Background: an optimization exercise with open tools, aiming at small area. Do not read the settings as production practice. In this exercise RTL edits were held to simulation tests only and were not proved equivalent to the original. No activity file was given, so power comes from the tool's default toggle rates.

## v20
==> flow/design.v <==
`timescale 1ns/100ps
`default_nettype none
module cpuTop #(
	parameter logic [15:0] resetPc = '0
) (
	input wire clk,
	input wire rst,
	input wire [15:0] instr,
	output logic [15:0] instrAddr,
	output logic [15:0] dataAddr,
	output logic [15:0] dataWrData,
	output logic dataWrite,
	output logic dataRead,
	input wire [15:0] dataRdData
);
	localparam logic [2:0] sClr = 3'd0;   
	localparam logic [2:0] sEx  = 3'd1;   
	localparam logic [2:0] sBr  = 3'd2;   
	localparam logic [2:0] sLw  = 3'd3;   
	localparam logic [2:0] sSw  = 3'd4;   
	localparam logic [2:0] sInc = 3'd5;   
	logic [2:0] state;
	logic [1:0] phase;
	logic [15:0] regs [1:15];
	logic [15:0] pc;
	logic [15:0] xr;        
	logic aluC, incC, eqF;
	wire [3:0] op = instr[15:12];
	wire [3:0] rd = instr[11:8];
	wire [3:0] rs1 = instr[7:4];
	wire [3:0] rs2 = instr[3:0];
	wire ex = (state == sEx);
	wire isAddi = (op == 4'b1001);
	wire isMem = (op[3:2] == 2'b00) & (op[1:0] == 2'b01 || op[1:0] == 2'b10);
	wire isLw = (op == 4'b0001);
	wire isJmp = (op == 4'b0011);
	wire isBr = (op[3:1] == 3'b010);
	wire isAluR = (op == 4'b1000) || (op == 4'b1011) || (op == 4'b1100) || (op == 4'b1111);
	logic [3:0] selA;
	always_comb begin
		if (ex && isMem) selA = {2'b10, instr[9:8]};
		else if ((ex && isAddi) || state == sBr) selA = rd;
		else selA = rs1;
	end
	wire [3:0] portA = (selA == 4'd0) ? 4'd0 : regs[selA][3:0];
	wire [3:0] portB = (rs2 == 4'd0) ? 4'd0 : regs[rs2][3:0];
	logic [3:0] pcNib, immNib;
	always_comb begin
		case (phase)
			2'd0: pcNib = pc[3:0];
			2'd1: pcNib = pc[7:4];
			2'd2: pcNib = pc[11:8];
			default: pcNib = pc[15:12];
		endcase
	end
	always_comb begin
		immNib = 4'd0;
		if (isJmp) begin
			case (phase)
				2'd0: immNib = instr[3:0];
				2'd1: immNib = instr[7:4];
				2'd2: immNib = instr[11:8];
				default: immNib = {4{instr[11]}};
			endcase
		end else if (isMem) begin
			case (phase)
				2'd0: immNib = {instr[2:0], 1'b0};
				2'd1: immNib = instr[6:3];
				default: immNib = {4{instr[7]}};
			endcase
		end else begin
			case (phase)
				2'd0: immNib = instr[3:0];
				2'd1: immNib = instr[7:4];
				default: immNib = {4{instr[7]}};
			endcase
		end
	end
	wire doSub = ex & (isAluR & (op == 4'b1100));
	wire doNand = ex & (op == 4'b1011);
	wire doOr = ex & (op == 4'b1111);
	wire [3:0] aluA = (ex && isJmp) ? pcNib : portA;
	logic [3:0] aluB;
	always_comb begin
		if (state == sBr) aluB = 4'd0;
		else if (ex && (isAluR || isBr)) aluB = portB;
		else aluB = immNib;
	end
	wire cin = (phase == 2'd0) ? (doSub | (ex & isJmp)) : aluC;
	wire [4:0] sum = {1'b0, aluA} + {1'b0, doSub ? ~aluB : aluB} + {4'd0, cin};
	logic [3:0] aluY;
	always_comb begin
		if (doNand) aluY = ~(aluA & aluB);
		else if (doOr) aluY = aluA | aluB;
		else aluY = sum[3:0];
	end
	wire eqNib = (aluA == aluB);
	wire eqAll = eqNib & ((phase == 2'd0) | eqF);
	wire taken = (op[0] ? !eqAll : eqAll);
	wire incCin = (phase == 2'd0) ? 1'b1 : incC;
	wire [4:0] inc = {1'b0, pcNib} + {4'd0, incCin};
	logic [3:0] wrNib;
	logic [15:0] wrEn;
	always_comb begin
		wrEn = '0;
		wrNib = aluY;
		case (state)
			sClr: begin
				wrEn = '1;
				wrNib = 4'd0;
			end
			sEx: if (isAluR || isAddi) wrEn[rd] = 1'b1;
			sLw: begin
				wrEn[{2'b11, instr[11:10]}] = 1'b1;
				case (phase)
					2'd0: wrNib = dataRdData[3:0];
					2'd1: wrNib = dataRdData[7:4];
					2'd2: wrNib = dataRdData[11:8];
					default: wrNib = dataRdData[15:12];
				endcase
			end
			default: ;
		endcase
	end
	always_ff @(posedge clk) begin
		for (int i = 1; i < 16; i++) begin
			regs[i] <= {wrEn[i] ? wrNib : regs[i][3:0], regs[i][15:4]};
		end
	end
	logic [3:0] xNib;
	always_comb begin
		case (phase)
			2'd0: xNib = resetPc[3:0];
			2'd1: xNib = resetPc[7:4];
			2'd2: xNib = resetPc[11:8];
			default: xNib = resetPc[15:12];
		endcase
		if (state == sClr) ;  
		else if ((ex && (isMem || isJmp)) || state == sBr) xNib = aluY;
		else xNib = inc[3:0];
	end
	wire holdX = (state == sLw);
	always_ff @(posedge clk) begin
		if (!holdX) xr <= {xNib, xr[15:4]};
		aluC <= sum[4];
		incC <= inc[4];
		eqF <= eqAll;
	end
	wire last = (phase == 2'd3);
	logic ldPc;
	logic [2:0] nextState;
	always_comb begin
		ldPc = 1'b0;
		nextState = sEx;
		case (state)
			sClr: ldPc = 1'b1;
			sEx: begin
				if (isMem) nextState = isLw ? sLw : sSw;
				else if (isBr && taken) nextState = sBr;
				else ldPc = 1'b1;
			end
			sLw: nextState = sInc;
			default: ldPc = 1'b1;
		endcase
	end
	always_ff @(posedge clk) begin
		if (last && ldPc) pc <= {xNib, xr[15:4]};
	end
	always_ff @(posedge clk or posedge rst) begin
		if (rst) begin
			state <= sClr;
			phase <= 2'd0;
		end else begin
			phase <= phase + 2'd1;
			if (last) state <= nextState;
		end
	end
	assign instrAddr = pc;
	assign dataAddr = xr;
	assign dataRead = (state == sLw);
	assign dataWrite = (state == sSw) && (phase == 2'd0);
	always_comb begin
		case (instr[11:10])
			2'd0: dataWrData = regs[12];
			2'd1: dataWrData = regs[13];
			2'd2: dataWrData = regs[14];
			default: dataWrData = regs[15];
		endcase
	end
endmodule
`default_nettype wire
clock: 10.0 ns
lec_check: 0
abc_area: 1
cap_margin: 20
core_margin: 2
core_utilization: 40
gpl_timing_driven: 0
slew_margin: 20
standard.sh (not shown) runs the stock make flow with config.mk's settings and CLKGATE_MAP_FILE= SYNTH_SCRIPT=/design/flow/synth_recipe.tcl, a recipe that flattens the netlist after the stock synthesis.
==> flow/flow/run.sh <==
#!/bin/bash
# Own flow: the standard ORFS flow with three changes.
#  1. Synthesis is ORFS's own (synth_recipe.tcl via standard.sh) but its ABC step
#     uses flow/abc_area.script, an area-oriented mapping without ABC's
#     buffering and up-sizing, and adders are left to ABC (no ADDER_MAP_FILE). The registers are checked against the standard
#     synthesis; if they differ in any way, the standard netlist is used.
#  2. Port buffers are the smallest buffer, sky130_fd_sc_hd__buf_1.
#  3. Clock tree synthesis without dummy loads, with flow/cts_args.txt.
set -uo pipefail
W=$(pwd)
R=$W/orfs/results/$FLOW_PLATFORM/cpuTop/base

# 1. reference: the standard synthesis
bash standard.sh synth > $W/synth_standard.log 2>&1 || exit 1
cp $R/1_2_yosys.v $W/reference_1_2_yosys.v

# same synthesis scripts, own ABC script
cp -r $FLOW_HOME/scripts $W/myscripts
cp $W/flow/abc_area.script $W/myscripts/abc_area.script
rm -rf $W/orfs
if bash standard.sh synth SCRIPTS_DIR=$W/myscripts ADDER_MAP_FILE= > $W/synth_own.log 2>&1 \
	&& python3 $W/flow/cmpregs.py $W/reference_1_2_yosys.v $R/1_2_yosys.v > $W/cmpregs.log 2>&1; then
	echo "using own synthesis"
else
	echo "own synthesis unusable; using the standard synthesis"
	rm -rf $W/orfs
	bash standard.sh synth > $W/synth_standard2.log 2>&1 || exit 1
fi

CTS="$(cat $W/flow/cts_args.txt)"
bash standard.sh finish "BUFFER_PORTS_ARGS=-buffer_cell sky130_fd_sc_hd__buf_1" "CTS_ARGS=$CTS" > $W/layout.log 2>&1 || exit 1
ls -l $W/out
==> flow/flow/abc_area.script <==
strash
&get -n
&fraig -x
&put
scorr
dc2
dretime
strash
&get -n
&dch -f
&nf
&put
==> flow/flow/cmpregs.py <==
#!/usr/bin/env python3
# Compare the registers (instance name and cell type, drive strength ignored)
# of two gate-level netlists; exit 1 if they differ.
import re, sys

def regs(path):
    text = open(path).read()
    out = {}
    for m in re.finditer(r'^\s*(sky130_fd_sc_hd__(\w+?)_\d+)\s+(\\\S+|\S+)\s*\(', text, re.M):
        base = m.group(2)
        if re.match(r'(df|edf|sdf|dl)', base):
            out[m.group(3)] = base
    return out

a, b = regs(sys.argv[1]), regs(sys.argv[2])
print(f"reference registers: {len(a)}, new: {len(b)}")
if a != b:
    for k in sorted(set(a) | set(b)):
        if a.get(k) != b.get(k):
            print("differs:", k, a.get(k), b.get(k))
    sys.exit(1)
print("registers match")
==> flow/flow/cts_args.txt <==
-sink_clustering_enable -repair_clock_nets -dont_use_dummy_load -buf_list sky130_fd_sc_hd__clkbuf_4 -sink_clustering_size 10 -sink_clustering_max_diameter 40
Looking at the reports, v20 completed the entire flow and the layout it produced met the timing, DRC and antenna checks.
diff inputs: v20 => v16
# v20
export LEC_CHECK = 0
export ABC_AREA = 1
export CAP_MARGIN = 20
export CORE_MARGIN = 2
export CORE_UTILIZATION = 40
export GPL_TIMING_DRIVEN = 0
export SLEW_MARGIN = 20
create_clock -name core_clock -period 10.0 [get_ports {clk}]
# v16
export LEC_CHECK = 0
export ABC_AREA = 1
export CAP_MARGIN = 20
export CORE_MARGIN = 2
export CORE_UTILIZATION = 40
export SLEW_MARGIN = 20
create_clock -name core_clock -period 10.0 [get_ports {clk}]
==> flow/flow/cts_args.txt <==
-sink_clustering_enable -repair_clock_nets -dont_use_dummy_load -buf_list sky130_fd_sc_hd__clkbuf_4 -sink_clustering_size 12 -sink_clustering_max_diameter 50
Results
When v16 is set beside v20, its number of non-clock buffers in the layout turns out to be 4.4% larger.
v16 vs v20 on design area: v16 is the lower one.
v20 → v16: number of global-route vias before repair went up about 0.8%, layout filler cell count barely changed, total via count after detailed routing higher, relative max-transition margin down 5.8 points.
Comparing v16 against v20, there is no change at all in portion of netlist area occupied by mux cells.
Against v20, v16 comes in 0.0036 ns higher on worst hold slack.
Setup changes, v16 to v51
# v16
export LEC_CHECK = 0
export ABC_AREA = 1
export CAP_MARGIN = 20
export CORE_MARGIN = 2
export CORE_UTILIZATION = 40
export SLEW_MARGIN = 20
create_clock -name core_clock -period 10.0 [get_ports {clk}]
# v51
export LEC_CHECK = 0
export ABC_AREA = 1
export CAP_MARGIN = 0
export CORE_MARGIN = 2
export CORE_UTILIZATION = 55
export GPL_TIMING_DRIVEN = 0
export PLACE_DENSITY = 0.65
export SLEW_MARGIN = 0
create_clock -name core_clock -period 10.0 [get_ports {clk}]
--- a/flow/flow/abc_area.script
+++ b/flow/flow/abc_area.script
@@ -10,3 +10,4 @@
 &dch -f
-&nf
+&nf -R 1000 -F 5000 -A 5000
 &put
+mfs3 -a
==> flow/flow/cts_args.txt <==
-sink_clustering_enable -repair_clock_nets -dont_use_dummy_load -buf_list sky130_fd_sc_hd__clkbuf_4 -sink_clustering_size 11 -sink_clustering_max_diameter 40
==> run summary <==
Growth of design area from synthesis to finish: v16 and v51 compared, higher one is v16. [v51 vs v16] largest driver fanout on the critical path: lower in v51. Compared with v16, v51 shows wire length of the first global-routing pass higher by about 2.7%. [v51] sum of routed wire length over all layers rose 360 µm relative to v16.
> inputs changed (v51 -> v56)
# v51
export LEC_CHECK = 0
export ABC_AREA = 1
export CAP_MARGIN = 0
export CORE_MARGIN = 2
export CORE_UTILIZATION = 55
export GPL_TIMING_DRIVEN = 0
export PLACE_DENSITY = 0.65
export SLEW_MARGIN = 0
create_clock -name core_clock -period 10.0 [get_ports {clk}]
# v56
export LEC_CHECK = 0
export ABC_AREA = 1
export CAP_MARGIN = 5
export CORE_MARGIN = 2
export CORE_UTILIZATION = 40
export GPL_TIMING_DRIVEN = 0
export SLEW_MARGIN = 5
create_clock -name core_clock -period 10.0 [get_ports {clk}]
==> run summary <==
- Timing, DRC, antenna: 0 failures across v51 and v56
- In v56 the worst hold slack turned out 0.021 ns lower than in v51.
- Maximum number of pins on one net before global-route repair came out exactly the same in v51 and v56.
- Re tapcell count: v56 is 64 up on v51.
- v51 has lower proportion of power drawn by the clock network than v56.
- Comparing v51 and v56, the higher global-route wire length before repair was measured on v51.
- Diff v51 -> v56: required time of the critical path has decreased, width of the die has increased.
- v56 against v51: final critical-path required period lower, cell area after layout went up by 100 µm², area added between synthesis and finish moved up.

afterwards: timing with drivers on the ports:
In the flow no input, the clock included, has a driving cell. The finished layouts below were timed again as built, in two steps. Step 1 assumes that a clkbuf_16 drives the clock port and a buf_2 every other input. Step 2 times the ports against the registers' clock, not the clock port: input delays grow and output delays shrink by t, the midpoint of the rising clock arrivals with the driver on. Three values: no drivers, after step 1, after step 2; two values: the first two.
run	t (ns)	setup slack, ns	worst setup path after step 2
v20	0.627	2.214 / 2.204 / 1.577	input to register
v16	0.680	2.828 / 2.837 / 2.156	input to register
v51	0.615	1.636 / 1.621 / 1.007	input to register
v56	0.625	1.891 / 1.888 / 1.263	input to register
After both steps every run listed still meets setup and hold. For v16, which loses most, drivers alone change the setup slack by +0.009 ns; drivers and shift together by -0.672 ns.
